What follows belongs to an exercise in optimizing a design on an open flow for small area; a production flow would make more cautious choices. The RTL was checked by simulation tests, not by an equivalence proof against the original design. Power is estimated from default activity; no workload was simulated.

### run.sh
#!/bin/bash
# synth_recipe.tcl (not shown) runs the flow's synth.tcl, then flattens the netlist and writes it again
# the make line also repeats each setting of config.mk as NAME=value (left out here)
make -C /OpenROAD-flow-scripts/flow DESIGN_CONFIG=/design/flow/config.mk WORK_HOME=/design/flow/orfs CLKGATE_MAP_FILE= SYNTH_SCRIPT=/design/flow/synth_recipe.tcl finish
### config.mk
export PLATFORM = sky130hd
export DESIGN_NAME = rv32i_mbox_reg_file
export DESIGN_NICKNAME = rv32i_mbox_reg_file
export VERILOG_FILES = /design/flow/design.v
export SDC_FILE = /design/flow/constraint.sdc
export NUM_CORES = 4
export LEC_CHECK = 0
export CAP_MARGIN = 20
export CORE_MARGIN = 2
export CORE_UTILIZATION = 40
export PLACE_DENSITY = 0.6
export SLEW_MARGIN = 20
export SYNTH_HIERARCHICAL = 1
### constraint.sdc
create_clock -name core_clock -period 6.0 [get_ports {clk}]
set_input_delay 1.2000 -clock core_clock [delete_from_list [all_inputs] [get_ports {clk}]]
set_output_delay 1.2000 -clock core_clock [all_outputs]
set_load 0.01 [all_outputs]
### design.v
package rv32i_rf_pkg;
  typedef enum logic [1:0] {
    ST_IDLE = 2'd0,
    ST_RUN  = 2'd1,
    ST_DONE = 2'd2
  } mbox_state_e;
  localparam int DEF_IN_BASE    = 28;
  localparam int DEF_N_IN       = 2;
  localparam int DEF_START_REG  = 31;
  localparam int DEF_RESULT_REG = 10;
endpackage
module rv32i_mbox_ctrl
#(
  parameter int XLEN = 32,
  parameter int N_IN = rv32i_rf_pkg::DEF_N_IN
) (
  input  logic                       clk,
  input  logic                       rst_n,
  input  logic                       req_valid,
  output logic                       req_ready,
  input  logic [N_IN*XLEN-1:0]       req_opnd,
  output logic                       res_valid,
  input  logic                       res_ready,
  output logic [XLEN-1:0]            res_data,
  output logic                       busy,
  input  logic                       result_we,
  input  logic                       abort_we,
  input  logic [XLEN-1:0]            wdata,
  output logic                       run,
  output logic                       opnd_vld,
  output logic [N_IN-1:0][XLEN-1:0]  opnd
);
  logic                       run_q, done_q, opnd_vld_q;
  logic [N_IN*XLEN-1:0]       opnd_q, opnd_d;
  logic [XLEN-1:0]            res_data_q, res_data_d;
  logic                       accept, accept_n, complete, complete_n;
  assign accept     = req_valid && !run_q && !done_q;
  assign accept_n   = !accept;
  assign complete   = run_q && result_we;
  assign complete_n = !complete;
  for (genvar b = 0; b < N_IN*XLEN; b++) begin : g_opnd
    rv32i_rf_ao22 u_mux (.a1(req_opnd[b]), .a2(accept), .b1(opnd_q[b]), .b2(accept_n),
                         .y(opnd_d[b]));
  end
  for (genvar b = 0; b < XLEN; b++) begin : g_res
    rv32i_rf_ao22 u_mux (.a1(wdata[b]), .a2(complete), .b1(res_data_q[b]), .b2(complete_n),
                         .y(res_data_d[b]));
  end
  always_ff @(posedge clk or negedge rst_n) begin
    if (!rst_n) begin
      run_q      <= 1'b0;
      done_q     <= 1'b0;
      opnd_vld_q <= 1'b0;
      res_data_q <= '0;
    end else begin
      if (accept)                                run_q <= 1'b1;
      else if (run_q && (result_we || abort_we)) run_q <= 1'b0;
      if (complete)                              done_q <= 1'b1;
      else if (res_ready)                        done_q <= 1'b0;
      if (accept)                                opnd_vld_q <= 1'b1;
      res_data_q <= res_data_d;
    end
  end
  always_ff @(posedge clk) begin
    opnd_q <= opnd_d;
  end
  assign req_ready = !run_q && !done_q;
  assign res_valid = done_q;
  assign busy      = run_q || done_q;
  assign run       = run_q;
  assign opnd_vld  = opnd_vld_q;
  assign res_data  = res_data_q;
  assign opnd      = opnd_q;
endmodule
module rv32i_rf_ao22 (
  input  logic a1, a2, b1, b2,
  output logic y
);
  assign y = (a1 & a2) | (b1 & b2);
endmodule
module rv32i_rf_aoi222 (
  input  logic a1, a2, b1, b2, c1, c2,
  output logic y
);
  assign y = ~((a1 & a2) | (b1 & b2) | (c1 & c2));
endmodule
module rv32i_rf_nand #(
  parameter int N = 10
) (
  input  logic [N-1:0] n,
  output logic         y
);
  assign y = ~&n;
endmodule
module rv32i_mbox_reg_file
#(
  parameter int XLEN       = 32,
  parameter int NREGS      = 32,
  parameter int IN_BASE    = rv32i_rf_pkg::DEF_IN_BASE,
  parameter int N_IN       = rv32i_rf_pkg::DEF_N_IN,
  parameter int START_REG  = rv32i_rf_pkg::DEF_START_REG,
  parameter int RESULT_REG = rv32i_rf_pkg::DEF_RESULT_REG
) (
  input  logic                       clk,
  input  logic                       rst_n,
  input  logic [$clog2(NREGS)-1:0]   rs1_addr,
  input  logic [$clog2(NREGS)-1:0]   rs2_addr,
  output logic [XLEN-1:0]            rs1_data,
  output logic [XLEN-1:0]            rs2_data,
  input  logic                       rd_we,
  input  logic [$clog2(NREGS)-1:0]   rd_addr,
  input  logic [XLEN-1:0]            rd_data,
  input  logic                       req_valid,
  output logic                       req_ready,
  input  logic [N_IN*XLEN-1:0]       req_opnd,
  output logic                       res_valid,
  input  logic                       res_ready,
  output logic [XLEN-1:0]            res_data,
  output logic                       busy
);
  localparam int AW = $clog2(NREGS);
  localparam logic [AW-1:0] START_A  = AW'(START_REG);
  localparam logic [AW-1:0] RESULT_A = AW'(RESULT_REG);
  if (IN_BASE < 1 || N_IN < 1 || IN_BASE + N_IN > NREGS ||
      START_REG < 1 || START_REG >= NREGS ||
      RESULT_REG < 1 || RESULT_REG >= NREGS || START_REG == RESULT_REG ||
      (START_REG  >= IN_BASE && START_REG  < IN_BASE + N_IN) ||
      (RESULT_REG >= IN_BASE && RESULT_REG < IN_BASE + N_IN)) begin : g_param_err
    $error("rv32i_mbox_reg_file: illegal mailbox register placement");
  end
  function automatic logic is_opnd(input int a);
    is_opnd = (a >= IN_BASE) && (a < IN_BASE + N_IN);
  endfunction
  function automatic logic is_writable(input int a);
    is_writable = (a != 0) && !is_opnd(a) && (a != START_REG);
  endfunction
  function automatic int src_reg(input int s);
    int n;
    src_reg = -1;
    n = 0;
    for (int i = 0; i < NREGS; i++) begin
      if (is_writable(i) || is_opnd(i)) begin
        if (n == s) src_reg = i;
        n++;
      end
    end
  endfunction
  localparam int NSRC = NREGS - 2;
  localparam int NGRP = (NSRC + 2) / 3;
  logic                       run, opnd_vld;
  logic [N_IN-1:0][XLEN-1:0]  opnd;
  logic                       result_we, abort_we;
  assign result_we = rd_we && (rd_addr == RESULT_A);
  assign abort_we  = rd_we && (rd_addr == START_A) && !rd_data[0];
  rv32i_mbox_ctrl #(.XLEN(XLEN), .N_IN(N_IN)) u_ctrl (
    .clk       (clk),
    .rst_n     (rst_n),
    .req_valid (req_valid),
    .req_ready (req_ready),
    .req_opnd  (req_opnd),
    .res_valid (res_valid),
    .res_ready (res_ready),
    .res_data  (res_data),
    .busy      (busy),
    .result_we (result_we),
    .abort_we  (abort_we),
    .wdata     (rd_data),
    .run       (run),
    .opnd_vld  (opnd_vld),
    .opnd      (opnd)
  );
  logic [NREGS-1:0][XLEN-1:0] src_q;
  logic [NREGS-1:0]           src_vld;
  for (genvar i = 0; i < NREGS; i++) begin : g_reg
    if (is_writable(i)) begin : g_st
      logic            we, we_n, vld_q;
      logic [XLEN-1:0] q, d;
      assign we   = rd_we && (rd_addr == AW'(i));
      assign we_n = !we;
      for (genvar b = 0; b < XLEN; b++) begin : g_bit
        rv32i_rf_ao22 u_mux (.a1(rd_data[b]), .a2(we), .b1(q[b]), .b2(we_n), .y(d[b]));
      end
      always_ff @(posedge clk) begin
        q <= d;
      end
      always_ff @(posedge clk or negedge rst_n) begin
        if (!rst_n)  vld_q <= 1'b0;
        else if (we) vld_q <= 1'b1;
      end
      assign src_q[i]   = q;
      assign src_vld[i] = vld_q;
    end else if (is_opnd(i)) begin : g_op
      assign src_q[i]   = opnd[i - IN_BASE];
      assign src_vld[i] = opnd_vld;
    end else begin : g_none
      assign src_q[i]   = '0;
      assign src_vld[i] = 1'b0;
    end
  end
  logic [1:0][AW-1:0]   rs_addr;
  logic [1:0][XLEN-1:0] rs_data;
  assign rs_addr = {rs2_addr, rs1_addr};
  logic [3*NGRP*XLEN-1:0] src;
  logic [2*3*NGRP-1:0]    sel;
  logic [1:0]             st_n;
  for (genvar s = 0; s < 3*NGRP; s++) begin : g_src
    localparam int R = src_reg(s);
    if (R >= 0) begin : g_on
      assign src[s*XLEN +: XLEN] = src_q[R];
      assign sel[s]              = (rs_addr[0] == AW'(R)) && src_vld[R];
      assign sel[3*NGRP + s]     = (rs_addr[1] == AW'(R)) && src_vld[R];
    end else begin : g_off
      assign src[s*XLEN +: XLEN] = '0;
      assign sel[s]              = 1'b0;
      assign sel[3*NGRP + s]     = 1'b0;
    end
  end
  for (genvar p = 0; p < 2; p++) begin : g_rd
    assign st_n[p] = !((rs_addr[p] == START_A) && run);
    for (genvar b = 0; b < XLEN; b++) begin : g_bit
      logic [NGRP-1:0] part_n;
      for (genvar g = 0; g < NGRP; g++) begin : g_grp
        rv32i_rf_aoi222 u_aoi (
          .a1(sel[3*NGRP*p + 3*g]),   .a2(src[(3*g)*XLEN + b]),
          .b1(sel[3*NGRP*p + 3*g+1]), .b2(src[(3*g+1)*XLEN + b]),
          .c1(sel[3*NGRP*p + 3*g+2]), .c2(src[(3*g+2)*XLEN + b]),
          .y (part_n[g]));
      end
      if (b == 0) begin : g_st
        rv32i_rf_nand #(.N(NGRP + 1)) u_or (.n({st_n[p], part_n}), .y(rs_data[p][b]));
      end else begin : g_dt
        rv32i_rf_nand #(.N(NGRP)) u_or (.n(part_n), .y(rs_data[p][b]));
      end
    end
  end
  assign rs1_data = rs_data[0];
  assign rs2_data = rs_data[1];
endmodule
==> impl_metrics.py, run 1 <==
metrics = {
    "outcome": {
        "outcome": "finished with violations",
        "failed_checks": "setup timing",
    },
    "clocking": {
        "clockBufferDepth": 3,
        "post-cts-setup-buffers": 0,
        "cts_hold_buf": 0,
        "clkLatencyLatePin_ns": 0.71,
        "cts.sinks": 1023,
        "h-tree-depth": 3,
        "cts_buffers": 106,
        "tritoncts": "done",
        "cts_root_buffer": "clkbuf_16",
        "clk_pin_slew_ns": 0.06,
    },
    "critical_path": {
        "crit_fanout": 22,
        "r2r_start": "u_ctrl.run_q",
        "endpoint_kind": "output port",
        "ff2ff_setup_slack_ns": 4.11,
        "r2r-end": "u_ctrl.res_data_q[24]",
        "crit_arrival_ns": 4.87,
        "reg2reg_depth": 5,
        "crit_start": "rs1_addr[2]",
        "path_class": "in2out",
        "required_ns": 4.80,
        "start_kind": "primary input",
    },
    "yosys": {
        "ys_seq_area_share_pct": 53.7,
        "yosys_warnings": 8,
        "netlist_area_sq_um": 38700,
        "async_reset_ff_share_pct": 6.16,
        "syn_inst": 3149,
        "synth_cell_types": 33,
        "synth-seq-cells": 1023,
        "yosys_most_used_dff": "dfxtp_1",
        "synth_nets": 3265,
        "synth_edf_count": 0,
        "synth_area_per_cell_sq_um": 12.3,
    },
    "timing": {
        "holdWs_ns": 0.471,
        "fin_crit_sh_pct": 101,
        "fin_skew_ns": 0.0178,
        "maxSlewViolCount": 0,
        "period_minus_slack_ns": 6.07,
        "max-slew-margin-rel_pct": 17.7,
        "setup_ws_ns": -0.0669,
        "rsz0062_at_grt": "false",
        "fmax_mhz": 165,
        "hold_viol_final": 0,
        "worst_pin_slew_ns": 1.23,
        "final-setup-viol-count": 2,
    },
    "placement": {
        "io_buffers": 214,
        "placed_area_sq_um": 44200,
        "place_inst": 4781,
        "hpwl_um": 103000,
        "routabilityCongestion": 0.962,
    },
    "die": {
        "core_area_sq_um": 96300,
        "die_h_um": 315,
        "die_w_um": 315,
        "row_count": 114,
        "num_io_pins": 215,
        "die_area_sq_um": 99300,
        "start_util_pct": 40.2,
    },
    "route": {
        "dr_total_vias": 38000,
        "ant_nets": 0,
        "drt-total-wl_um": 179000,
        "firstDrtPassIters": 15,
        "drt-vias-per-instance": 7.64,
        "drc": 0,
        "drtIter0Drc": 9535,
        "routedWlPerCell_um": 36.0,
    },
    "power": {
        "p_sw_mw": 5.26,
        "power_frac_comb_pct": 13.9,
        "p_seq_share_pct": 49.9,
        "ir_drop_mv": 0.243,
        "clockPowerShare_pct": 36.2,
        "internal_power_mw": 13.9,
        "power_leakage_nw": 19.7,
        "p_per_area_nw_per_um2": 400,
        "switching_share_pct": 27.5,
    },
    "hold_path": {
        "whs_path_depth": 1,
        "hold_path_end": "g_reg[27].g_st.vld_q",
        "hold_start": "g_reg[27].g_st.vld_q",
        "hold_path.class": "reg2reg",
    },
    "final_layout": {
        "fin_util_pct": 49.8,
        "layout-drive-gt1-share_pct": 10.5,
        "finish.instance_area_sq_um": 48000,
        "area_growth_syn_to_layout_pct": 23.8,
        "final_cells": 4981,
        "fin_nets": 3734,
    },
    "grt": {
        "grt_overflow": 0,
        "antenna_found_initial": 3,
        "grt_pass1_vias": 35600,
        "track_usage_pct": 34.4,
        "grt_max_degree": 67,
        "grt_pass1_wl_um": 254000,
    },
    "run": {
        "cap_violations": 0,
    },
}
Yosys cell counts, types with 2 or more instances:
| master | number | share of area (%) |
|---|---|---|
| dfrtp_1 | 63 | 4.1 |
| nand3_1 | 4 | 0.052 |
| and2_1 | 5 | 0.081 |
| nor2_1 | 35 | 0.34 |
| clkbuf_1 | 16 | 0.16 |
| nor3b_1 | 8 | 0.16 |
| and4b_1 | 3 | 0.078 |
| a222oi_1 | 640 | 17 |
| nand4bb_1 | 3 | 0.087 |
| nand2_1 | 93 | 0.90 |
| nand4_1 | 129 | 2.1 |
| and3_1 | 58 | 0.94 |
| and4_1 | 4 | 0.090 |
| dfxtp_1 | 960 | 50 |
| nor2b_1 | 10 | 0.16 |
| nand2b_1 | 2 | 0.032 |
| nor3_1 | 4 | 0.052 |
| a22o_1 | 992 | 22 |
| a21o_1 | 28 | 0.54 |
| nor4bb_1 | 2 | 0.052 |
| buf_2 | 6 | 0.078 |
| inv_1 | 4 | 0.039 |
| or3_1 | 64 | 1.0 |
| nand4b_1 | 4 | 0.090 |
| and3b_1 | 4 | 0.090 |
worst max path at each step:
stage                        to
floorplan           rs2_data[0]
global placement    rs1_data[0]
detailed placement  rs1_data[0]
CTS                 rs2_data[0]
global route        rs2_data[0]
finish              rs1_data[0]
stage by stage:
| stage | setup slack [ns] | setup TNS (ns) | total power [mW] |
|---|---|---|---|
| global route | 0.0186 | 0 | 19.8 |
| floorplan | 0.816 | 0 | 10.9 |
| finish | -0.0669 | -0.0932 | 19.2 |
| CTS | 0.0171 | 0 | 19.1 |
| global placement | -0.126 | -0.134 | 12.2 |
| detailed placement | -0.106 | -0.106 | 12.2 |
repair_timing:
action	CTS	global route
endpoints found under the hold margin	0	0
pin swaps	3	2
setup endpoints to repair	2	1
gates resized for setup	2	3
critical path, stage by stage:
cell and delay (ns):
clkdlybuf4s50_1 0.59, and3b_1 0.28, and3_4 0.34, buf_4 0.22
a222oi_1 0.77, nand4_1 0.44, or3_1 0.51, clkdlybuf4s50_1 0.51
Yosys stat by module (local to each module, per instance), excerpt:
module / cells inside / flip-flops and latches
rv32i_mbox_reg_file: 1151 / 924
rv32i_rf_aoi222: 1 / 0
rv32i_rf_ao22: 1 / 0
layer usage:
| layer | vias up | global-route usage, % | wire length [um] |
|---|---|---|---|
| met5 | - | 0.338 | 49 |
| met4 | 4 | 17.2 | 10600 |
| met3 | 576 | 10.4 | 26300 |
| met2 | 3406 | 48.5 | 73000 |
| met1 | 18500 | 47.3 | 69200 |
| li1 | 15600 | - | - |
cells in the final DEF, fill, tap and decap left out, drive strengths merged, types with 2 or more instances in the layout:
master           n
nand4b           4
nor3             4
nand4bb          3
clkbuf         160
dlymetal6s2s     2
dfrtp           63
or2              2
a222oi         640
and4b            3
bufinv           8
and3b            4
a22o           992
nand3            4
inv             10
nor4bb           2
dfxtp          960
clkdlybuf4s50  211
nor3b            9
nor2            35
a21o            29
and2             5
nor2b           10
nand2b           2
buf            170
and3            58
and4             4
clkinv          19
or3             64
nand4          129
nand2           93
cell families after synthesis:
kind of cell           Yosys count  synth area share (%)
and+or+nand+nor                438                  6.49
buffers and inverters           26                 0.271
DFF                           1023                  53.7
AOI/OAI and AO/OA             1662                  39.6
power groups by stage:
stage / clock network [mW] / logic, mW / registers, mW
floorplan: 0 / 1.59 / 9.26
CTS: 6.99 / 2.62 / 9.49
detailed placement: 0 / 2.62 / 9.60
global route: 7.27 / 2.84 / 9.71
finish: 6.94 / 2.66 / 9.56
global placement: 0 / 2.54 / 9.61
sequential cells by signal (all words and copies together) (netlist names):
register and cells:
g.g_st.q 896, u_ctrl.run_q 1, u_ctrl.done_q 1, g.g_st.vld_q 28
u_ctrl.opnd_q 64, u_ctrl.opnd_vld_q 1, u_ctrl.res_data_q 32
area by class of cell:
class	count	area, sq um
clock buffers	160	3240
well taps	1276	1600
multi-input cells	2100	18100
inverters	4	15.0
diodes	1	2.50
flip-flops and latches	1023	20800
clock inverters	34	423
fillers	8608	48300
repair buffers	383	3830
==> run 2: changes to the inputs <==
==> flow/run.sh (new file) <==
#!/bin/bash
set -e
export BUFFER_PORTS_ARGS="-buffer_cell sky130_fd_sc_hd__buf_1"
export CTS_ARGS="-sink_clustering_enable -repair_clock_nets -dont_use_dummy_load -buf_list {sky130_fd_sc_hd__clkbuf_8 sky130_fd_sc_hd__clkbuf_16} -root_buf sky130_fd_sc_hd__clkbuf_16 -tree_buf sky130_fd_sc_hd__clkbuf_16 -sink_clustering_buffer sky130_fd_sc_hd__clkbuf_8 -sink_clustering_size 16 -sink_clustering_max_diameter 80"
bash standard.sh > flow.log 2>&1
==> standard.sh (new file) <==
#!/bin/bash
# synth_recipe.tcl (not shown) runs the flow's synth.tcl, then flattens the netlist and writes it again
# the make line also repeats each setting of config.mk as NAME=value (left out here)
make -C /OpenROAD-flow-scripts/flow DESIGN_CONFIG=/design/flow/config.mk WORK_HOME=/design/flow/orfs CLKGATE_MAP_FILE= SYNTH_SCRIPT=/design/flow/synth_recipe.tcl "${@:-finish}"
--- a/config.mk
+++ b/config.mk
@@ -7,4 +7,6 @@
 export LEC_CHECK = 0
 export CAP_MARGIN = 20
+export CELL_PAD_IN_SITES_DETAIL_PLACEMENT = 1
+export CELL_PAD_IN_SITES_GLOBAL_PLACEMENT = 1
 export CORE_MARGIN = 2
 export CORE_UTILIZATION = 40
removed: run.sh
==> run 2 against run 1 <==
  * Now clean on timing, DRC and antenna
  * Sequential share of layout area grew 4.0 points
  * Register-to-register slack lost 1.1 ns
  * Synthesized cell count is the same
  * Largest cell class unchanged
==> impl_metrics.py, run 2 <==
metrics = {
    "yosys": {
        "syn_inst": 3149,
        "synth_area_leader_cell": "dfxtp_1",
        "synth_cell_types": 33,
        "synth.top_cell.area_share_pct": 49.6,
        "synth_area_per_cell_sq_um": 12.3,
        "netlist_area_sq_um": 38700,
        "synthTopCellsByArea": "dfxtp_1 50%, a22o_1 22%, a222oi_1 17%",
        "synth_edf_count": 0,
        "synth.top_cells.by_count": "992 x a22o_1, 960 x dfxtp_1, 640 x a222oi_1",
        "async_reset_ff_share_pct": 6.16,
        "yosys_warnings": 8,
        "ys_seq_area_share_pct": 53.7,
        "synth_nets": 3265,
        "synth-seq-cells": 1023,
        "yosysMostFrequentCell": "a22o_1",
        "yosys_most_used_dff": "dfxtp_1",
    },
    "power": {
        "p_per_area_nw_per_um2": 356,
        "ir_drop_mv": 0.209,
        "power_leakage_nw": 17.8,
    },
    "grt": {
        "grt_pass1_wl_um": 285000,
        "antenna_found_initial": 7,
        "grt_max_degree": 68,
        "track_usage_pct": 38.9,
        "grt_pass1_vias": 39300,
        "grt_overflow": 0,
    },
    "timing": {
        "hold_viol_final": 0,
        "worst_pin_slew_ns": 1.17,
        "fin_crit_sh_pct": 89.8,
        "holdWs_ns": 0.475,
        "fin_skew_ns": 0.0190,
        "setup_ws_ns": 0.612,
        "period_minus_slack_ns": 5.39,
        "final-setup-viol-count": 0,
        "setup_tns_ns": 0,
        "maxSlewViolCount": 0,
        "rsz0062_at_grt": "false",
        "fmax_mhz": 186,
        "max-slew-margin-rel_pct": 21.6,
    },
    "critical_path": {
        "path_class": "in2out",
        "crit_fanout": 32,
        "required_ns": 4.80,
        "start_kind": "primary input",
        "crit_arrival_ns": 4.19,
        "endpoint_kind": "output port",
    },
    "clocking": {
        "cts_buffers": 74,
        "clockBufferDepth": 3,
        "cts.repair.resized": 0,
        "post-cts-setup-buffers": 0,
        "tritoncts": "done",
        "clk_pin_slew_ns": 0.08,
        "cts.sinks": 1023,
        "cts_root_buffer": "clkbuf_16",
        "cts_hold_buf": 0,
        "h-tree-depth": 3,
        "clkLatencyLatePin_ns": 0.66,
    },
    "placement": {
        "io_buffers": 214,
        "routabilityCongestion": 0.951,
        "hpwl_um": 120000,
        "pre_cts_slack_ns": 0.695,
        "place_inst": 4778,
    },
    "route": {
        "dr_total_vias": 39000,
        "drc": 0,
        "firstDrtPassIters": 13,
        "drtIter0Drc": 8027,
        "ant_nets": 0,
        "drt-total-wl_um": 201000,
        "routedWlPerCell_um": 41.4,
        "drt-vias-per-instance": 8.03,
    },
    "final_layout": {
        "largestRegisters": "g.g_st.q x896, u_ctrl.opnd_q x64, u_ctrl.res_data_q x32",
        "area_growth_syn_to_layout_pct": 13.5,
        "largest_reg_flops": 896,
        "final_cells": 4856,
        "fill_cells": 10200,
        "final_cell_mix": "992 x a22o_1, 960 x dfxtp_1, 640 x a222oi_1, 207 x buf_1, 139 x buf_4",
        "layout-drive-gt1-share_pct": 8.03,
        "top_register": "g.g_st.q",
        "layout_commonest_cell": "a22o_1",
        "fin_util_pct": 45.6,
        "fin_nets": 3694,
    },
    "die": {
        "core_area_sq_um": 96300,
        "row_count": 114,
        "start_util_pct": 40.2,
        "die_area_sq_um": 99300,
        "die_h_um": 315,
        "num_io_pins": 215,
        "die_w_um": 315,
    },
    "run": {
        "cap_violations": 0,
    },
    "hold_path": {
        "hold_path.class": "reg2reg",
    },
    "outcome": {
        "outcome": "finished clean",
    },
}
run 2: changes by cell type in the layout (fill, tap and decap cells not counted), sizes merged:
| cell | delta |
|---|---|
| clkdlybuf4s50 | -211 |
| buf | +198 |
| inv | -7 |
| bufinv | -8 |
| dlymetal6s2s | -2 |
| clkinvlp | -1 |
| clkinv | -18 |
| diode | +3 |
| clkbuf | -79 |
run 2: critical path: stages:
cell and delay (ns):
buf_1 0.38, and3b_1 0.29, and3_1 0.21, buf_4 0.32, a222oi_1 0.76, nand4_1 0.36
or3_1 0.51, buf_1 0.16
run 2: modules after synthesis (local to each module, per instance), excerpt:
| module | flip-flops and latches | times used |
|---|---|---|
| rv32i_mbox_reg_file | 924 | 1 |
| rv32i_rf_ao22 | 0 | 992 |
| rv32i_rf_aoi222 | 0 | 640 |
run 2: cells by family after synthesis:
family	after synthesis	share of synthesized area [%]
AOI/OAI and AO/OA	1662	39.6
and+or+nand+nor	438	6.49
DFF	1023	53.7
buffers and inverters	26	0.271
run 2: layout make-up:
class                   count  area (sq um)  area share, %
well taps                1276          1600           3.63
diodes                      4          10.0         0.0228
flip-flops and latches   1023         20800           47.3
multi-input cells        2100         18100           41.1
inverters                   4          16.3         0.0370
clock buffers              74          1120           2.55
repair buffers            375          2350           5.34
run 2: path summary, 6_finish.rpt:
| kind | start | to | slack [ns] | cells past startpoint |
|---|---|---|---|---|
| worst max-delay path | rs2_addr[0] | rs2_data[0] | 0.61 | 8 |
| worst min-delay path | g_reg[12].g_st.vld_q | g_reg[12].g_st.vld_q | 0.47 | 1 |
| worst max register to register | u_ctrl.run_q | u_ctrl.opnd_q[40] | 2.97 | 4 |
| worst min register to register | g_reg[12].g_st.vld_q | g_reg[12].g_st.vld_q | 0.47 | 1 |
| max in group asynchronous | rst_n | g_reg[16].g_st.vld_q | 4.57 | 1 |
| min in group asynchronous | rst_n | u_ctrl.res_data_q[21] | 0.76 | 1 |
run 2: per-stage QoR:
step / total power, mW / area (sq um)
global route: 16.3 / 43900
CTS: 15.6 / 43900
finish: 15.7 / 43900
global placement: 11.9 / 42600
floorplan: 10.9 / 38700
detailed placement: 12.1 / 42800
run 2: routing by layer:
| layer | share of wire [%] | vias to the layer above | GRT usage (%) |
|---|---|---|---|
| li1 | - | 15400 | - |
| met1 | 39 | 20000 | 51.4 |
| met2 | 43 | 3052 | 58.2 |
| met3 | 12 | 590 | 8.58 |
| met4 | 6.3 | 6 | 22.9 |
| met5 | 0.018 | - | 0 |
run 2: power breakdown:
part / switching [mW] / internal (mW)
clock: 2.31 / 1.26
combinational: 1.20 / 1.30
sequential: 1.31 / 8.29
==> run 3: changes to the inputs <==
--- a/config.mk
+++ b/config.mk
@@ -11,5 +11,5 @@
 export CORE_MARGIN = 2
 export CORE_UTILIZATION = 40
-export PLACE_DENSITY = 0.6
+export PLACE_DENSITY = 0.7
 export SLEW_MARGIN = 20
 export SYNTH_HIERARCHICAL = 1
==> run 3 against run 2 <==
  * Count of clock-buffer cells in the layout grew 1
  * Die area is the same
  * Clock skew grew 0.033 ns
  * Synthesized cell count is the same
  * Routed wire length shrank 1.7%
  * Still clean on timing, DRC and antenna
  * Sequential share of layout area grew 0.18 points
  * Global-route usage shrank 0.69 points
  * Fmax shrank 1.1%
  * Cell count is essentially flat
  * Sequential power is essentially flat
  * Highest routed layer unchanged
  * Critical path depth is the same
==> impl_metrics.py, run 3 <==
metrics = {
    "outcome": {
        "outcome": "finished clean",
    },
    "grt": {
        "grt_max_degree": 68,
        "grt_pass1_vias": 40600,
        "grt_overflow": 0,
        "grt_pass1_wl_um": 282000,
        "antenna_found_initial": 3,
        "track_usage_pct": 38.2,
    },
    "timing": {
        "setup_tns_ns": 0,
        "maxSlewViolCount": 0,
        "fin_crit_sh_pct": 90.8,
        "holdWs_ns": 0.393,
        "max-slew-margin-rel_pct": 16.9,
        "worst_pin_slew_ns": 1.25,
        "fmax_mhz": 184,
        "period_minus_slack_ns": 5.45,
        "final-setup-viol-count": 0,
        "setup_ws_ns": 0.551,
        "rsz0062_at_grt": "false",
        "fin_skew_ns": 0.0519,
        "hold_viol_final": 0,
    },
    "placement": {
        "io_buffers": 214,
        "placed_area_sq_um": 42500,
        "routabilityCongestion": 0.939,
        "place_inst": 4777,
        "hpwl_um": 116000,
        "pre_cts_slack_ns": 0.761,
    },
    "yosys": {
        "netlist_area_sq_um": 38700,
        "synth_cell_types": 33,
        "synth-seq-cells": 1023,
        "yosys_most_used_dff": "dfxtp_1",
        "yosysMostFrequentCell": "a22o_1",
        "syn_inst": 3149,
        "synth_area_per_cell_sq_um": 12.3,
        "yosys_warnings": 8,
        "synth_edf_count": 0,
        "synthTopCellsByArea": "dfxtp_1 50%, a22o_1 22%, a222oi_1 17%",
        "synth_nets": 3265,
        "async_reset_ff_share_pct": 6.16,
        "ys_seq_area_share_pct": 53.7,
        "synth.top_cells.by_count": "992 x a22o_1, 960 x dfxtp_1, 640 x a222oi_1",
        "synth.top_cell.area_share_pct": 49.6,
        "synth_area_leader_cell": "dfxtp_1",
    },
    "die": {
        "die_h_um": 315,
        "core_area_sq_um": 96300,
        "die_area_sq_um": 99300,
        "num_io_pins": 215,
        "die_w_um": 315,
        "start_util_pct": 40.2,
        "row_count": 114,
    },
    "power": {
        "total_power_mw": 15.7,
        "p_per_area_nw_per_um2": 359,
        "power_leakage_nw": 17.8,
        "ir_drop_mv": 0.200,
    },
    "critical_path": {
        "required_ns": 4.80,
        "cpMaxStageDelayCell": "a222oi_1",
        "crit_arrival_ns": 4.25,
        "cp_common_cell": "buf_1",
        "crit_buf_inv": 3,
        "start_kind": "primary input",
        "crit_end": "rs2_data[31]",
        "crit_fanout": 20,
        "path_cells": "buf_1 > nor3_1 > and3_1 > buf_4 > a222oi_1 > nand4_1 > or3_1 > buf_1",
        "cpPeakStageDelay_ns": 0.71,
        "ff2ff_setup_slack_ns": 2.94,
        "r2r-end": "u_ctrl.opnd_q[21]",
        "cp.depth": 8,
        "r2r_start": "u_ctrl.run_q",
        "crit_start": "rs2_addr[1]",
        "endpoint_kind": "output port",
        "path_class": "in2out",
        "reg2reg_depth": 4,
        "cp_top_family": "simple AND/OR/NAND/NOR gates",
    },
    "route": {
        "drc": 0,
        "drtIter0Drc": 8676,
        "routedWlPerCell_um": 40.7,
        "drt-total-wl_um": 198000,
        "ant_nets": 0,
        "firstDrtPassIters": 15,
        "dr_total_vias": 39800,
        "drt-vias-per-instance": 8.19,
    },
    "final_layout": {
        "layout_commonest_cell": "a22o_1",
        "final_cells": 4857,
        "largest_reg_flops": 896,
        "finish.instance_area_sq_um": 43800,
        "fin_util_pct": 45.5,
        "area_growth_syn_to_layout_pct": 13.0,
        "layout-drive-gt1-share_pct": 8.01,
        "fin_nets": 3699,
        "top_register": "g.g_st.q",
        "largestRegisters": "g.g_st.q x896, u_ctrl.opnd_q x64, u_ctrl.res_data_q x32",
        "antenna_cells": 0,
        "final_cell_mix": "992 x a22o_1, 960 x dfxtp_1, 640 x a222oi_1, 211 x buf_1, 150 x buf_4",
    },
    "clocking": {
        "cts_root_buffer": "clkbuf_16",
        "clockBufferDepth": 3,
        "h-tree-depth": 3,
        "tritoncts": "done",
        "post-cts-setup-buffers": 0,
        "cts.sinks": 1023,
        "clkLatencyLatePin_ns": 0.65,
        "cts_buffers": 75,
        "clk_pin_slew_ns": 0.10,
        "cts.repair.resized": 0,
        "cts_hold_buf": 0,
    },
    "run": {
        "cap_violations": 0,
    },
    "hold_path": {
        "hold_path.class": "in2async",
    },
}
==> run 3: cell types whose count changed in the layout (fill, tap and decap cells not counted), sizes merged <==
cell,change
buf,+8
clkbuf,-3
diode,-4
==> run 3: modules after synthesis (local to each module, per instance), excerpt <==
module               flip-flops and latches  cells
rv32i_mbox_reg_file                     924   1151
rv32i_rf_ao22                             0      1
rv32i_rf_aoi222                           0      1
==> run 3: metal layers <==
metal / global-route usage, % / vias to the layer above / routed length [um]
met4: 25.5 / 2 / 14100
met1: 49.8 / 20100 / 73900
met3: 11.3 / 779 / 27500
li1: - / 15400 / -
met5: 0.0967 / - / 15
met2: 54.5 / 3555 / 82100
==> run 3: how the worst min path moves through the flow <==
stage	startpoint	end	slack, ns	cells after the start
floorplan	g_reg[10].g_st.vld_q	g_reg[10].g_st.vld_q	0.43	1
global placement	g_reg[12].g_st.vld_q	g_reg[12].g_st.vld_q	0.45	1
detailed placement	g_reg[12].g_st.vld_q	g_reg[12].g_st.vld_q	0.45	1
CTS	rst_n	g_reg[25].g_st.vld_q	0.37	1
global route	rst_n	g_reg[25].g_st.vld_q	0.39	1
finish	rst_n	g_reg[25].g_st.vld_q	0.39	1
==> run 3: cell type report <==
type	count	area [sq um]
flip-flops and latches	1023	20800
fillers	10200	52500
inverters	4	16.3
multi-input cells	2100	18000
well taps	1276	1600
repair buffers	379	2240
clock buffers	75	1130
==> run 3: cells by family after synthesis <==
kind of cell	count (synthesis)	synth area share (%)
compound gates	1662	39.6
buf+inv	26	0.271
flops	1023	53.7
simple gates	438	6.49
==> run 3: where the power goes <==
group	total, mW	internal [mW]	leakage, nW	switching, mW
combinational	2.51	1.30	8.45	1.21
clock	3.60	1.27	0.585	2.32
sequential	9.63	8.29	8.77	1.33
total	15.7	10.9	17.8	4.87
==> run 3: worst reg2reg max path, delay by kind of cell (launching register included) <==
kind | cells | cell delay, ns
simple gates | 1 | 0.25
flops | 1 | 0.54
buf+inv | 2 | 1.62
compound gates | 1 | 0.54
==> run 4: changes to the inputs <==
--- a/config.mk
+++ b/config.mk
@@ -6,10 +6,10 @@
 export NUM_CORES = 4
 export LEC_CHECK = 0
-export CAP_MARGIN = 20
+export CAP_MARGIN = 10
 export CELL_PAD_IN_SITES_DETAIL_PLACEMENT = 1
 export CELL_PAD_IN_SITES_GLOBAL_PLACEMENT = 1
 export CORE_MARGIN = 2
 export CORE_UTILIZATION = 40
-export PLACE_DENSITY = 0.7
-export SLEW_MARGIN = 20
+export PLACE_DENSITY = 0.6
+export SLEW_MARGIN = 10
 export SYNTH_HIERARCHICAL = 1
==> run 4 against run 3 <==
  * Still clean on timing, DRC and antenna
  * Register-to-register slack better by 0.66 ns
  * Clock power about the same
  * Global-route usage up 0.63 points
  * Hold slack better by 0.088 ns
  * Clock skew down 0.022 ns
  * Sequential cell count unchanged
  * Die area unchanged
  * Highest routed layer unchanged
==> impl_metrics.py, run 4 <==
metrics = {
    "timing": {
        "hold_viol_final": 0,
        "rsz0062_at_grt": "false",
        "final-setup-viol-count": 0,
        "period_minus_slack_ns": 5.37,
        "fin_skew_ns": 0.0302,
        "maxSlewViolCount": 0,
        "max-slew-margin-rel_pct": 9.17,
        "worst_pin_slew_ns": 1.36,
        "fmax_mhz": 186,
        "setup_tns_ns": 0,
        "fin_crit_sh_pct": 89.5,
        "setup_ws_ns": 0.631,
    },
    "yosys": {
        "synthTopCellsByArea": "dfxtp_1 50%, a22o_1 22%, a222oi_1 17%",
        "synth.top_cells.by_count": "992 x a22o_1, 960 x dfxtp_1, 640 x a222oi_1",
        "yosysMostFrequentCell": "a22o_1",
        "yosys_most_used_dff": "dfxtp_1",
        "ys_seq_area_share_pct": 53.7,
        "synth_edf_count": 0,
        "synth_area_leader_cell": "dfxtp_1",
        "synth_nets": 3265,
        "synth.top_cell.area_share_pct": 49.6,
        "netlist_area_sq_um": 38700,
        "synth-seq-cells": 1023,
        "syn_inst": 3149,
        "yosys_warnings": 8,
        "synth_area_per_cell_sq_um": 12.3,
        "synth_cell_types": 33,
        "async_reset_ff_share_pct": 6.16,
    },
    "final_layout": {
        "largestRegisters": "g.g_st.q x896, u_ctrl.opnd_q x64, u_ctrl.res_data_q x32",
        "area_growth_syn_to_layout_pct": 13.0,
        "layout_commonest_cell": "a22o_1",
        "final_cell_mix": "992 x a22o_1, 960 x dfxtp_1, 640 x a222oi_1, 207 x buf_1, 139 x buf_4",
        "fill_cells": 10200,
        "finish.instance_area_sq_um": 43700,
        "layout-drive-gt1-share_pct": 7.76,
        "top_register": "g.g_st.q",
        "largest_reg_flops": 896,
        "fin_nets": 3687,
        "fin_util_pct": 45.4,
    },
    "clocking": {
        "tritoncts": "done",
        "cts_hold_buf": 0,
        "clk_pin_slew_ns": 0.07,
        "h-tree-depth": 3,
        "cts_root_buffer": "clkbuf_16",
        "cts.sinks": 1023,
        "cts_buffers": 75,
        "post-cts-setup-buffers": 0,
        "cts.repair.resized": 0,
        "clkLatencyLatePin_ns": 0.66,
        "clockBufferDepth": 3,
    },
    "grt": {
        "antenna_found_initial": 7,
        "grt_max_degree": 68,
        "grt_overflow": 0,
        "track_usage_pct": 38.8,
        "grt_pass1_wl_um": 284000,
        "grt_pass1_vias": 39300,
    },
    "outcome": {
        "outcome": "finished clean",
    },
    "die": {
        "core_area_sq_um": 96300,
        "start_util_pct": 40.2,
        "row_count": 114,
        "die_area_sq_um": 99300,
        "die_h_um": 315,
        "die_w_um": 315,
        "num_io_pins": 215,
    },
    "critical_path": {
        "path_class": "in2out",
        "required_ns": 4.80,
        "reg2reg_depth": 5,
        "cpMaxStageDelayCell": "and3_1",
        "crit_fanout": 16,
        "r2r_start": "u_ctrl.run_q",
        "cpPeakStageDelay_ns": 0.66,
        "r2r-end": "u_ctrl.opnd_q[40]",
        "path_cells": "buf_1 > and3b_1 > and3_1 > buf_4 > a222oi_1 > nand4_1 > or3_1 > buf_1",
        "endpoint_kind": "output port",
        "cp_common_cell": "buf_1",
        "ff2ff_setup_slack_ns": 3.60,
        "crit_buf_inv": 3,
        "start_kind": "primary input",
        "crit_arrival_ns": 4.17,
        "cp_top_family": "simple AND/OR/NAND/NOR gates",
    },
    "power": {
        "total_power_mw": 15.7,
        "power_leakage_nw": 17.8,
        "ir_drop_mv": 0.189,
        "p_per_area_nw_per_um2": 358,
    },
    "route": {
        "dr_total_vias": 38900,
        "drt-total-wl_um": 201000,
        "drc": 0,
        "ant_nets": 0,
        "firstDrtPassIters": 13,
        "drtIter0Drc": 8092,
        "drt-vias-per-instance": 8.03,
        "routedWlPerCell_um": 41.4,
    },
    "hold_path": {
        "hold_path_end": "g_reg[12].g_st.vld_q",
        "hold_start": "g_reg[12].g_st.vld_q",
        "hold_path.class": "reg2reg",
        "whs_path_depth": 1,
    },
    "placement": {
        "routabilityCongestion": 0.951,
        "io_buffers": 214,
        "pre_cts_slack_ns": 0.639,
        "hpwl_um": 119000,
        "placed_area_sq_um": 42600,
    },
    "run": {
        "cap_violations": 0,
    },
}
## run 4: cell counts after synthesis
No cell type changed its count.
## run 4: logic make-up (layout without fill, tap and decap cells)
family | after synthesis | after routing | synth area share (%)
and+or+nand+nor | 438 | 438 | 6.49
AOI/OAI and AO/OA | 1662 | 1662 | 39.6
DFF | 1023 | 1023 | 53.7
other | 0 | 5 | 0
buffers and inverters | 26 | 446 | 0.271
## run 4: where the power goes
group          total (mW)  internal (mW)  switching, mW
registers            9.60           8.29           1.30
clock network        3.59           1.27           2.32
logic                2.49           1.30           1.20
total                15.7           10.9           4.82
## run 4: layout make-up
| cell class | instances | area, sq um | share of cell area (%) |
|---|---|---|---|
| Timing Repair Buffer | 367 | 2150 | 4.91 |
| Tap cell | 1276 | 1600 | 3.65 |
| Inverter | 4 | 15.0 | 0.0343 |
| Multi-Input combinational cell | 2100 | 18000 | 41.3 |
| Clock buffer | 75 | 1130 | 2.59 |
| Sequential cell | 1023 | 20800 | 47.5 |
| Antenna cell | 5 | 12.5 | 0.0286 |
## run 4: metrics by stage
stage,hold slack [ns],instances
2_1_floorplan,0.433,3149
3_3_place_gp,0.458,4768
3_5_place_dp,0.458,4768
4_1_cts,0.473,4843
5_1_grt,0.501,4845
6_report,0.481,4850
## run 4: layer usage
metal,global-route usage (%),wire length (um),up-vias
met5,0,40,-
met4,21.7,11900,6
met3,9.12,23800,595
met2,58.1,87000,3066
met1,51.4,78000,19900
li1,-,-,15400
## run 4: worst max-delay path by stage
stage,depth (start not counted),end,start,slack [ns]
detailed placement,8,rs2_data[25],rs2_addr[0],0.64
finish,8,rs1_data[6],rs1_addr[4],0.63
global route,8,rs2_data[0],rs2_addr[0],0.65
CTS,8,rs2_data[25],rs2_addr[0],0.64
global placement,8,rs2_data[0],rs2_addr[0],0.67
floorplan,6,rs2_data[0],rs2_addr[1],0.82
## run 4: per-module statistics from Yosys, one instance, submodules excluded, a selection
module	copies in the design	flops+latches	area, sq um
rv32i_mbox_reg_file	1	924	20000
rv32i_rf_aoi222	640	0	10.0
rv32i_rf_ao22	992	0	8.76
## run 4: worst reg2reg max path: cells and delay by family, from the launching register on
family	cells	cell delay [ns]
compound gates	1	0.28
buf+inv	3	1.27
flops	1	0.52
simple gates	1	0.22
==> run 5: changes to the inputs <==
--- a/config.mk
+++ b/config.mk
@@ -10,6 +10,6 @@
 export CELL_PAD_IN_SITES_GLOBAL_PLACEMENT = 1
 export CORE_MARGIN = 2
-export CORE_UTILIZATION = 40
-export PLACE_DENSITY = 0.6
+export CORE_UTILIZATION = 45
+export PLACE_DENSITY = 0.7
 export SLEW_MARGIN = 10
 export SYNTH_HIERARCHICAL = 1
==> run 5 against run 4 <==
  * Largest power group unchanged
  * Routed wire length fell by 3.9%
  * Area after synthesis unchanged
  * Clock power is essentially flat
  * Still clean
  * Largest cell class unchanged
  * Sequential cell count is the same
  * First-iteration DRC count rose by 1.3%
  * Power down 0.17%
  * Synthesized cell count unchanged
  * Sequential power hardly changed
  * Register-to-register slack better by 0.08 ns
  * Design area fell by 0.66%
  * Worst setup slack worse by 0.53 ns
==> impl_metrics.py, run 5 <==
metrics = {
    "grt": {
        "antenna_found_initial": 3,
        "grt_pass1_vias": 39600,
        "grt_overflow": 0,
        "grt_max_degree": 68,
        "grt_pass1_wl_um": 275000,
        "track_usage_pct": 41.4,
    },
    "die": {
        "die_h_um": 297,
        "row_count": 107,
        "die_area_sq_um": 88400,
        "die_w_um": 297,
        "core_area_sq_um": 85300,
        "num_io_pins": 215,
        "start_util_pct": 45.4,
    },
    "timing": {
        "rsz0062_at_grt": "false",
        "setup_tns_ns": 0,
        "fmax_mhz": 170,
        "final-setup-viol-count": 0,
        "maxSlewViolCount": 0,
        "fin_skew_ns": 0.0298,
        "fin_crit_sh_pct": 98.3,
        "period_minus_slack_ns": 5.90,
        "max-slew-margin-rel_pct": 9.99,
        "setup_ws_ns": 0.105,
        "holdWs_ns": 0.472,
        "worst_pin_slew_ns": 1.35,
        "hold_viol_final": 0,
    },
    "final_layout": {
        "largest_reg_flops": 896,
        "top_register": "g.g_st.q",
        "final_cells": 4724,
        "area_growth_syn_to_layout_pct": 12.2,
        "antenna_cells": 0,
        "fin_nets": 3698,
        "finish.instance_area_sq_um": 43500,
        "layout-drive-gt1-share_pct": 7.82,
        "largestRegisters": "g.g_st.q x896, u_ctrl.opnd_q x64, u_ctrl.res_data_q x32",
        "final_cell_mix": "992 x a22o_1, 960 x dfxtp_1, 640 x a222oi_1, 213 x buf_1, 156 x buf_4",
        "layout_commonest_cell": "a22o_1",
    },
    "critical_path": {
        "start_kind": "primary input",
        "cp_top_family": "simple AND/OR/NAND/NOR gates",
        "crit_fanout": 14,
        "path_cells": "buf_1 > nor2b_1 > and3_1 > buf_4 > a222oi_1 > nand4_1 > or3_1 > buf_1",
        "cpPeakStageDelay_ns": 0.90,
        "cp_common_cell": "buf_1",
        "r2r_start": "u_ctrl.run_q",
        "path_class": "in2out",
        "endpoint_kind": "output port",
        "required_ns": 4.80,
        "crit_arrival_ns": 4.70,
        "crit_start": "rs2_addr[3]",
        "crit_buf_inv": 3,
        "cpMaxStageDelayCell": "a222oi_1",
    },
    "clocking": {
        "h-tree-depth": 3,
        "cts.sinks": 1023,
        "cts_hold_buf": 0,
        "clkLatencyLatePin_ns": 0.64,
        "post-cts-setup-buffers": 0,
        "tritoncts": "done",
        "clk_pin_slew_ns": 0.09,
        "cts.repair.resized": 0,
        "clockBufferDepth": 3,
        "cts_buffers": 74,
        "cts_root_buffer": "clkbuf_16",
    },
    "placement": {
        "place_inst": 4649,
        "io_buffers": 214,
        "hpwl_um": 112000,
        "pre_cts_slack_ns": 0.337,
        "routabilityCongestion": 0.958,
        "placed_area_sq_um": 42300,
    },
    "power": {
        "p_per_area_nw_per_um2": 360,
        "power_leakage_nw": 17.8,
        "ir_drop_mv": 0.211,
    },
    "yosys": {
        "synth.top_cells.by_count": "992 x a22o_1, 960 x dfxtp_1, 640 x a222oi_1",
        "synth.top_cell.area_share_pct": 49.6,
        "async_reset_ff_share_pct": 6.16,
        "yosys_warnings": 8,
        "yosys_most_used_dff": "dfxtp_1",
        "synth_area_leader_cell": "dfxtp_1",
        "synth_area_per_cell_sq_um": 12.3,
        "yosysMostFrequentCell": "a22o_1",
        "ys_seq_area_share_pct": 53.7,
        "synth_cell_types": 33,
        "synth-seq-cells": 1023,
        "synth_edf_count": 0,
        "netlist_area_sq_um": 38700,
        "syn_inst": 3149,
        "synth_nets": 3265,
        "synthTopCellsByArea": "dfxtp_1 50%, a22o_1 22%, a222oi_1 17%",
    },
    "route": {
        "ant_nets": 0,
        "firstDrtPassIters": 10,
        "drt-vias-per-instance": 8.36,
        "dr_total_vias": 39500,
        "drc": 0,
        "drtIter0Drc": 8198,
        "routedWlPerCell_um": 40.8,
        "drt-total-wl_um": 193000,
    },
    "outcome": {
        "outcome": "finished clean",
    },
    "hold_path": {
        "hold_path.class": "reg2reg",
        "hold_start": "g_reg[25].g_st.vld_q",
    },
    "run": {
        "cap_violations": 0,
    },
}
==> run 5: cell count changes in the layout (fill, tap and decap cells not counted), sizes merged <==
cell and delta:
buf +18, clkbuf -7, diode -5
==> run 5: final timing paths <==
check                                              to  slack (ns)  cells after the start
worst max-delay path                      rs2_data[0]        0.10                      8
worst min-delay path             g_reg[25].g_st.vld_q        0.47                      1
worst max register to register       u_ctrl.opnd_q[8]        3.68                      5
worst min register to register   g_reg[25].g_st.vld_q        0.47                      1
max in group asynchronous        g_reg[30].g_st.vld_q        4.49                      1
min in group asynchronous       u_ctrl.res_data_q[16]        0.78                      1
==> run 5: through the flow <==
step           utilization, %  total power [mW]
4_1_cts                  50.9              15.6
6_report                 51.0              15.7
2_1_floorplan               -              10.9
5_1_grt                  51.0              16.2
3_3_place_gp             49.6              11.8
3_5_place_dp             49.6              12.1
==> run 5: where the power goes <==
part / internal (mW) / switching [mW]
Combinational: 1.30 / 1.19
Sequential: 8.29 / 1.31
Clock: 1.26 / 2.30
==> run 5: cells by family after synthesis <==
group / after synthesis / share of synthesized area [%]
compound gates: 1662 / 39.6
buf+inv: 26 / 0.271
flops: 1023 / 53.7
simple gates: 438 / 6.49
==> run 5: worst register-to-register path, stage by stage (launching register included) <==
cell     delay (ns)
dfrtp_1        0.51
nor3b_4        0.23
buf_4          0.57
inv_2          0.40
buf_12         0.29
a22o_1         0.24
==> run 5: Yosys stat by module, one instance, submodules excluded, excerpt <==
module	area (sq um)	flip-flops and latches	cells	copies in the design
rv32i_mbox_reg_file	20000	924	1151	1
rv32i_rf_ao22	8.76	0	1	992
rv32i_rf_aoi222	10.0	0	1	640
==> run 5: per-layer routing <==
| metal | share of wire, % | vias up | GRT usage, % |
|---|---|---|---|
| met4 | 6.9 | 12 | 25.4 |
| met1 | 37 | 20000 | 54.6 |
| met5 | 0.067 | - | 0.866 |
| met3 | 13 | 717 | 10.6 |
| met2 | 42 | 3445 | 60.6 |
| li1 | - | 15400 | - |
==> run 5: area by class of cell <==
class,instances,area [sq um]
Clock buffer,74,1120
Fill cell,8950,41800
Inverter,4,15.0
Multi-Input combinational cell,2100,17900
Sequential cell,1023,20800
Tap cell,1144,1430
Timing Repair Buffer,379,2160
==> run 6: changes to the inputs <==
--- a/config.mk
+++ b/config.mk
@@ -10,6 +10,6 @@
 export CELL_PAD_IN_SITES_GLOBAL_PLACEMENT = 1
 export CORE_MARGIN = 2
-export CORE_UTILIZATION = 45
-export PLACE_DENSITY = 0.7
+export CORE_UTILIZATION = 55
+export PLACE_DENSITY = 0.75
 export SLEW_MARGIN = 10
 export SYNTH_HIERARCHICAL = 1
==> run 6 against run 5 <==
  * Hold slack improved by 0.0035 ns
  * Worst setup slack improved by 0.48 ns
  * Clock skew increased by 0.0082 ns
  * Routed wire length decreased by 3.2%
  * Sequential cell count unchanged
  * Critical path type unchanged
  * Highest routed layer unchanged
==> impl_metrics.py, run 6 <==
metrics = {
    "outcome": {
        "outcome": "finished clean",
    },
    "critical_path": {
        "path_class": "in2out",
        "crit_arrival_ns": 4.22,
        "crit_buf_inv": 2,
        "cp_top_family": "simple AND/OR/NAND/NOR gates",
        "cp_common_cell": "buf_1",
        "cpMaxStageDelayCell": "and3_2",
        "required_ns": 4.80,
        "cpPeakStageDelay_ns": 0.62,
        "endpoint_kind": "output port",
        "crit_fanout": 32,
        "path_cells": "buf_1 > and3b_1 > and3_2 > a222oi_1 > nand4_1 > or3_1 > buf_1",
        "start_kind": "primary input",
    },
    "yosys": {
        "synth_edf_count": 0,
        "syn_inst": 3149,
        "ys_seq_area_share_pct": 53.7,
        "synth.top_cell.area_share_pct": 49.6,
        "synth.top_cells.by_count": "992 x a22o_1, 960 x dfxtp_1, 640 x a222oi_1",
        "synth-seq-cells": 1023,
        "synthTopCellsByArea": "dfxtp_1 50%, a22o_1 22%, a222oi_1 17%",
        "netlist_area_sq_um": 38700,
        "yosysMostFrequentCell": "a22o_1",
        "synth_area_leader_cell": "dfxtp_1",
        "async_reset_ff_share_pct": 6.16,
        "synth_nets": 3265,
        "synth_cell_types": 33,
        "yosys_most_used_dff": "dfxtp_1",
        "synth_area_per_cell_sq_um": 12.3,
        "yosys_warnings": 8,
    },
    "route": {
        "drc": 0,
        "drt-total-wl_um": 187000,
        "routedWlPerCell_um": 41.4,
        "drtIter0Drc": 9819,
        "ant_nets": 0,
        "firstDrtPassIters": 13,
        "dr_total_vias": 40200,
        "drt-vias-per-instance": 8.90,
    },
    "timing": {
        "rsz0062_at_grt": "false",
        "max-slew-margin-rel_pct": 14.3,
        "hold_viol_final": 0,
        "period_minus_slack_ns": 5.42,
        "maxSlewViolCount": 0,
        "setup_tns_ns": 0,
        "final-setup-viol-count": 0,
        "fin_crit_sh_pct": 90.3,
        "fmax_mhz": 185,
        "worst_pin_slew_ns": 1.29,
        "fin_skew_ns": 0.0380,
    },
    "power": {
        "p_per_area_nw_per_um2": 364,
        "total_power_mw": 15.7,
        "ir_drop_mv": 0.311,
        "power_leakage_nw": 17.7,
    },
    "clocking": {
        "h-tree-depth": 3,
        "cts.repair.resized": 0,
        "post-cts-setup-buffers": 0,
        "cts_root_buffer": "clkbuf_16",
        "cts_buffers": 74,
        "clkLatencyLatePin_ns": 0.64,
        "tritoncts": "done",
        "cts.sinks": 1023,
        "clk_pin_slew_ns": 0.07,
        "clockBufferDepth": 3,
        "cts_hold_buf": 0,
    },
    "final_layout": {
        "layout_commonest_cell": "a22o_1",
        "largestRegisters": "g.g_st.q x896, u_ctrl.opnd_q x64, u_ctrl.res_data_q x32",
        "largest_reg_flops": 896,
        "final_cell_mix": "992 x a22o_1, 960 x dfxtp_1, 640 x a222oi_1, 213 x buf_1, 156 x buf_4",
        "fin_nets": 3691,
        "top_register": "g.g_st.q",
        "area_growth_syn_to_layout_pct": 11.2,
        "fin_util_pct": 61.6,
        "layout-drive-gt1-share_pct": 7.61,
        "final_cells": 4515,
    },
    "die": {
        "die_area_sq_um": 72600,
        "start_util_pct": 55.4,
        "die_h_um": 269,
        "die_w_um": 269,
        "core_area_sq_um": 69900,
        "num_io_pins": 215,
        "row_count": 97,
    },
    "run": {
        "cap_violations": 0,
    },
    "placement": {
        "hpwl_um": 109000,
        "io_buffers": 214,
        "routabilityCongestion": 0.978,
        "place_inst": 4439,
    },
    "grt": {
        "antenna_found_initial": 6,
        "grt_overflow": 0,
        "track_usage_pct": 49.0,
        "grt_pass1_vias": 40600,
        "grt_max_degree": 65,
        "grt_pass1_wl_um": 271000,
    },
    "hold_path": {
        "hold_path.class": "reg2reg",
    },
}
==> run 6: cell types whose count changed in the layout (fill, tap and decap cells not counted), sizes merged <==
cell,before,now
diode,0,2
clkbuf,75,74
buf,378,372
clkinv,0,1
inv,4,3
==> run 6: report_power, final <==
| part | internal [mW] | total [mW] | switching, mW | leakage [nW] |
|---|---|---|---|---|
| clock network | 1.26 | 3.50 | 2.25 | 0.578 |
| logic | 1.29 | 2.51 | 1.21 | 8.36 |
| registers | 8.29 | 9.67 | 1.38 | 8.77 |
| total | 10.8 | 15.7 | 4.84 | 17.7 |
==> run 6: worst register-to-register path, cell delays in order, from the launching register on <==
cell     delay [ns]
dfrtp_1        0.57
nand2_1        0.12
buf_4          0.27
inv_1          0.97
a22o_1         0.31
==> run 6: cell families after synthesis <==
family | count (synthesis) | synth area share (%)
AOI/OAI and AO/OA | 1662 | 39.6
and+or+nand+nor | 438 | 6.49
buffers and inverters | 26 | 0.271
DFF | 1023 | 53.7
==> run 6: through the flow <==
step / setup slack, ns / area [sq um] / hold slack, ns
2_1_floorplan: 0.816 / 38700 / 0.433
3_3_place_gp: 0.867 / 41900 / 0.444
3_5_place_dp: 0.837 / 41900 / 0.454
4_1_cts: 0.836 / 43000 / 0.473
5_1_grt: 0.675 / 43000 / 0.493
6_report: 0.584 / 43100 / 0.476
==> run 6: final cells by class <==
| type | count | area, sq um |
|---|---|---|
| clock buffer | 74 | 1120 |
| sequential | 1023 | 20800 |
| timing repair buffer | 372 | 2020 |
| fill | 7115 | 26900 |
| antenna | 2 | 5.00 |
| inverter | 4 | 16.3 |
| tap | 940 | 1180 |
| multi-input combinational | 2100 | 17900 |
==> run 6: path summary, 6_finish.rpt <==
kind / from / endpoint / slack, ns / cells past startpoint
setup / recovery: rs2_addr[0] / rs2_data[10] / 0.58 / 7
min in group asynchronous: rst_n / u_ctrl.res_data_q[1] / 0.62 / 1
hold / removal: g_reg[3].g_st.vld_q / g_reg[3].g_st.vld_q / 0.48 / 1
setup reg to reg: u_ctrl.run_q / u_ctrl.res_data_q[30] / 3.68 / 4
hold reg to reg: g_reg[3].g_st.vld_q / g_reg[3].g_st.vld_q / 0.48 / 1
max in group asynchronous: rst_n / g_reg[18].g_st.vld_q / 4.30 / 2
==> run 6: layer usage <==
| layer | track usage [%] | vias to the layer above | part of all wire (%) |
|---|---|---|---|
| met2 | 69.9 | 4354 | 41 |
| met3 | 14.7 | 1035 | 16 |
| met1 | 62.4 | 19500 | 34 |
| li1 | - | 15400 | - |
| met5 | 0.132 | - | 0.012 |
| met4 | 36.8 | 4 | 9.3 |
==> run 6: Yosys stat by module (local to each module, per instance), a selection <==
module | area (sq um) | times used
rv32i_mbox_reg_file | 20000 | 1
rv32i_rf_ao22 | 8.76 | 992
rv32i_rf_aoi222 | 10.0 | 640
==> run 7: changes to the inputs <==
--- a/design.v
+++ b/design.v
@@ -93,4 +93,17 @@
   assign y = ~&n;
 endmodule
+module rv32i_rf_wdec (
+  input  logic hi, lo,
+  output logic we, we_n
+);
+  assign we   = hi & lo;
+  assign we_n = ~(hi & lo);
+endmodule
+module rv32i_rf_rsel (
+  input  logic hi, lo, vld,
+  output logic sel
+);
+  assign sel = hi & lo & vld;
+endmodule
 module rv32i_mbox_reg_file
 #(
@@ -170,4 +183,20 @@
     .opnd      (opnd)
   );
+  localparam int NLO = 4;
+  localparam int NHI = NREGS / NLO;
+  logic [NHI-1:0]      wr_hi;
+  logic [NLO-1:0]      wr_lo;
+  logic [1:0][NHI-1:0] rs_hi;
+  logic [1:0][NLO-1:0] rs_lo;
+  for (genvar k = 0; k < NHI; k++) begin : g_hi
+    assign wr_hi[k]    = rd_we && (rd_addr[AW-1:2] == (AW-2)'(k));
+    assign rs_hi[0][k] = (rs1_addr[AW-1:2] == (AW-2)'(k));
+    assign rs_hi[1][k] = (rs2_addr[AW-1:2] == (AW-2)'(k));
+  end
+  for (genvar j = 0; j < NLO; j++) begin : g_lo
+    assign wr_lo[j]    = (rd_addr[1:0] == 2'(j));
+    assign rs_lo[0][j] = (rs1_addr[1:0] == 2'(j));
+    assign rs_lo[1][j] = (rs2_addr[1:0] == 2'(j));
+  end
   logic [NREGS-1:0][XLEN-1:0] src_q;
   logic [NREGS-1:0]           src_vld;
@@ -176,6 +205,5 @@
       logic            we, we_n, vld_q;
       logic [XLEN-1:0] q, d;
-      assign we   = rd_we && (rd_addr == AW'(i));
-      assign we_n = !we;
+      rv32i_rf_wdec u_dec (.hi(wr_hi[i / NLO]), .lo(wr_lo[i % NLO]), .we(we), .we_n(we_n));
       for (genvar b = 0; b < XLEN; b++) begin : g_bit
         rv32i_rf_ao22 u_mux (.a1(rd_data[b]), .a2(we), .b1(q[b]), .b2(we_n), .y(d[b]));
@@ -208,6 +236,8 @@
     if (R >= 0) begin : g_on
       assign src[s*XLEN +: XLEN] = src_q[R];
-      assign sel[s]              = (rs_addr[0] == AW'(R)) && src_vld[R];
-      assign sel[3*NGRP + s]     = (rs_addr[1] == AW'(R)) && src_vld[R];
+      rv32i_rf_rsel u_sel1 (.hi(rs_hi[0][R / NLO]), .lo(rs_lo[0][R % NLO]), .vld(src_vld[R]),
+                            .sel(sel[s]));
+      rv32i_rf_rsel u_sel2 (.hi(rs_hi[1][R / NLO]), .lo(rs_lo[1][R % NLO]), .vld(src_vld[R]),
+                            .sel(sel[3*NGRP + s]));
     end else begin : g_off
       assign src[s*XLEN +: XLEN] = '0;
--- a/config.mk
+++ b/config.mk
@@ -10,6 +10,6 @@
 export CELL_PAD_IN_SITES_GLOBAL_PLACEMENT = 1
 export CORE_MARGIN = 2
-export CORE_UTILIZATION = 55
-export PLACE_DENSITY = 0.75
+export CORE_UTILIZATION = 45
+export PLACE_DENSITY = 0.7
 export SLEW_MARGIN = 10
 export SYNTH_HIERARCHICAL = 1
==> run 7 against run 6 <==
  * Still clean on timing, DRC and antenna
  * Critical path depth grew 1
  * First-iteration DRC count is 19% lower
  * Worst setup slack worse by 0.027 ns
  * Sequential cell count stayed put
  * Non-clock buffer count increased by 11
  * Largest power group unchanged
==> impl_metrics.py, run 7 <==
metrics = {
    "outcome": {
        "outcome": "finished clean",
    },
    "yosys": {
        "yosys_most_used_dff": "dfxtp_1",
        "syn_inst": 3114,
        "synth_area_per_cell_sq_um": 12.4,
        "synth_cell_types": 27,
        "netlist_area_sq_um": 38500,
        "yosys_warnings": 8,
        "synth.top_cells.by_count": "992 x a22o_1, 960 x dfxtp_1, 640 x a222oi_1",
        "synth_nets": 3230,
        "synth_area_leader_cell": "dfxtp_1",
        "synth_edf_count": 0,
        "ys_seq_area_share_pct": 54.0,
        "synthTopCellsByArea": "dfxtp_1 50%, a22o_1 23%, a222oi_1 17%",
        "yosysMostFrequentCell": "a22o_1",
        "synth.top_cell.area_share_pct": 49.9,
        "async_reset_ff_share_pct": 6.16,
        "synth-seq-cells": 1023,
    },
    "die": {
        "row_count": 107,
        "die_h_um": 297,
        "core_area_sq_um": 85000,
        "die_area_sq_um": 88000,
        "die_w_um": 297,
        "num_io_pins": 215,
        "start_util_pct": 45.3,
    },
    "hold_path": {
        "hold_path.class": "reg2reg",
    },
    "placement": {
        "routabilityCongestion": 0.890,
        "io_buffers": 214,
        "hpwl_um": 113000,
        "pre_cts_slack_ns": 0.642,
    },
    "critical_path": {
        "ff2ff_setup_slack_ns": 3.44,
        "required_ns": 4.80,
        "cp_top_family": "simple AND/OR/NAND/NOR gates",
        "crit_fanout": 32,
        "crit_start": "rs1_addr[3]",
        "reg2reg_depth": 4,
        "cpPeakStageDelay_ns": 0.98,
        "crit_buf_inv": 3,
        "r2r-end": "u_ctrl.opnd_q[26]",
        "endpoint_kind": "output port",
        "cpMaxStageDelayCell": "a222oi_1",
        "path_cells": "buf_1 > and3b_1 > and3_1 > buf_4 > a222oi_1 > nand4_1 > or3_1 > buf_1",
        "crit_arrival_ns": 4.24,
        "r2r_start": "u_ctrl.run_q",
        "path_class": "in2out",
        "cp.depth": 8,
        "cp_common_cell": "buf_1",
        "start_kind": "primary input",
        "crit_end": "rs1_data[0]",
    },
    "route": {
        "drt-total-wl_um": 192000,
        "dr_total_vias": 38900,
        "ant_nets": 0,
        "drtIter0Drc": 7999,
        "drt-vias-per-instance": 8.25,
        "routedWlPerCell_um": 40.7,
        "drc": 0,
        "firstDrtPassIters": 13,
    },
    "final_layout": {
        "fill_cells": 8912,
        "fin_nets": 3689,
        "register_area_sq_um": 20800,
        "layout-drive-gt1-share_pct": 8.01,
        "largestRegisters": "g.g_st.q x896, u_ctrl.opnd_q x64, u_ctrl.res_data_q x32",
        "multi_input_area_sq_um": 17700,
        "top_register": "g.g_st.q",
        "fin_util_pct": 51.0,
        "layout_commonest_cell": "a22o_1",
        "area_growth_syn_to_layout_pct": 12.5,
        "largest_reg_flops": 896,
        "final_cell_mix": "992 x a22o_1, 960 x dfxtp_1, 640 x a222oi_1, 212 x buf_1, 155 x buf_4",
    },
    "timing": {
        "fin_skew_ns": 0.0183,
        "setup_ws_ns": 0.557,
        "rsz0062_at_grt": "false",
        "fmax_mhz": 184,
        "hold_viol_final": 0,
        "maxSlewViolCount": 0,
        "max-slew-margin-rel_pct": 17.9,
        "period_minus_slack_ns": 5.44,
        "worst_pin_slew_ns": 1.23,
        "setup_tns_ns": 0,
        "final-setup-viol-count": 0,
        "fin_crit_sh_pct": 90.7,
    },
    "power": {
        "ir_drop_mv": 0.260,
        "power_leakage_nw": 17.8,
        "p_per_area_nw_per_um2": 360,
    },
    "grt": {
        "met1_usage_pct": 54.2,
        "busiest_layer": "met2",
        "grt_max_degree": 68,
        "grt_util_met2_pct": 62.0,
        "use_met3_pct": 11.4,
        "antenna_found_initial": 11,
        "grt_pass1_vias": 39300,
        "grt_overflow": 0,
        "grt_pass1_wl_um": 271000,
        "track_usage_pct": 41.8,
    },
    "clocking": {
        "clkLatencyLatePin_ns": 0.63,
        "cts_buffers": 74,
        "h-tree-depth": 3,
        "cts.sinks": 1023,
        "clockBufferDepth": 3,
        "clk_pin_slew_ns": 0.11,
        "post-cts-setup-buffers": 0,
        "cts.repair.resized": 0,
        "tritoncts": "done",
        "cts_hold_buf": 0,
        "cts_root_buffer": "clkbuf_16",
    },
    "run": {
        "cap_violations": 0,
    },
}
==> run 7: changes by cell type in the layout (fill, tap and decap cells not counted), moves of 3 or more <==
cell,before,now
nor2_2,29,0
nor2b_1,10,5
and4b_1,3,0
or2_2,1,28
nand4bb_1,3,0
and2_1,5,30
nand2_1,93,90
nor2_1,6,13
buf_12,2,14
a21o_1,28,0
nand2_2,0,6
and3_1,57,62
nand4b_1,4,0
and4_1,4,0
==> run 7: worst min path at each step <==
stage	startpoint	end	cells past startpoint
floorplan	g_reg[10].g_st.vld_q	g_reg[10].g_st.vld_q	1
global placement	g_reg[11].g_st.vld_q	g_reg[11].g_st.vld_q	1
detailed placement	g_reg[10].g_st.vld_q	g_reg[10].g_st.vld_q	1
CTS	g_reg[10].g_st.vld_q	g_reg[10].g_st.vld_q	1
global route	g_reg[10].g_st.vld_q	g_reg[10].g_st.vld_q	1
finish	g_reg[14].g_st.vld_q	g_reg[14].g_st.vld_q	1
==> run 7: logic make-up after synthesis <==
group / after synthesis / synth area share [%]
AOI/OAI and AO/OA: 1634 / 39.2
buffers and inverters: 5 / 0.0487
DFF: 1023 / 54.0
and+or+nand+nor: 452 / 6.76
==> run 7: final cells by class <==
cell class | count | share of cell area, %
sequential | 1023 | 48.0
multi-input combinational | 2086 | 40.9
timing repair buffer | 383 | 5.20
tap | 1144 | 3.30
clock buffer | 74 | 2.58
inverter | 5 | 0.0433
antenna | 1 | 0.00577
==> run 7: stage by stage <==
step / std cells / total power, mW / cell area [sq um] / hold slack, ns
5_1_grt: 4715 / 16.2 / 43300 / 0.507
4_1_cts: 4715 / 15.5 / 43300 / 0.501
3_5_place_dp: 4641 / 12.1 / 42200 / 0.475
2_1_floorplan: 3114 / 10.8 / 38500 / 0.448
3_3_place_gp: 4641 / 11.8 / 42200 / 0.464
6_report: 4716 / 15.6 / 43300 / 0.501
==> run 7: report_power, final <==
group	total, mW	internal, mW	leakage, nW	switching [mW]
Sequential	9.60	8.29	8.77	1.30
Clock	3.55	1.26	0.578	2.29
Combinational	2.47	1.30	8.41	1.18
==> run 7: worst register-to-register path, delay by kind of cell (launching register included) <==
family	cells	cell delay [ns]
buf+inv	2	1.26
flops	1	0.49
compound gates	1	0.48
simple gates	1	0.21
==> run 7: per-module statistics from Yosys (local to each module, per instance), a selection <==
| module | cells | copies in the design |
|---|---|---|
| rv32i_rf_ao22 | 1 | 992 |
| rv32i_rf_rsel | 1 | 60 |
| rv32i_rf_wdec | 2 | 28 |
| rv32i_rf_aoi222 | 1 | 640 |
| rv32i_mbox_reg_file | 1000 | 1 |
==> run 7: routing by layer <==
metal	share of wire [%]	up-vias
li1	-	15300
met4	6.7	2
met5	0.0036	-
met2	43	3331
met3	14	678
met1	36	19600

Check on run 7: ideal ports give 0.557 ns setup slack; a clkbuf_16 on the clock port and buf_2 on the inputs give 0.525 ns; moving port delays by the midpoint clock arrival (0.690 ns) as well gives 0.525 ns.
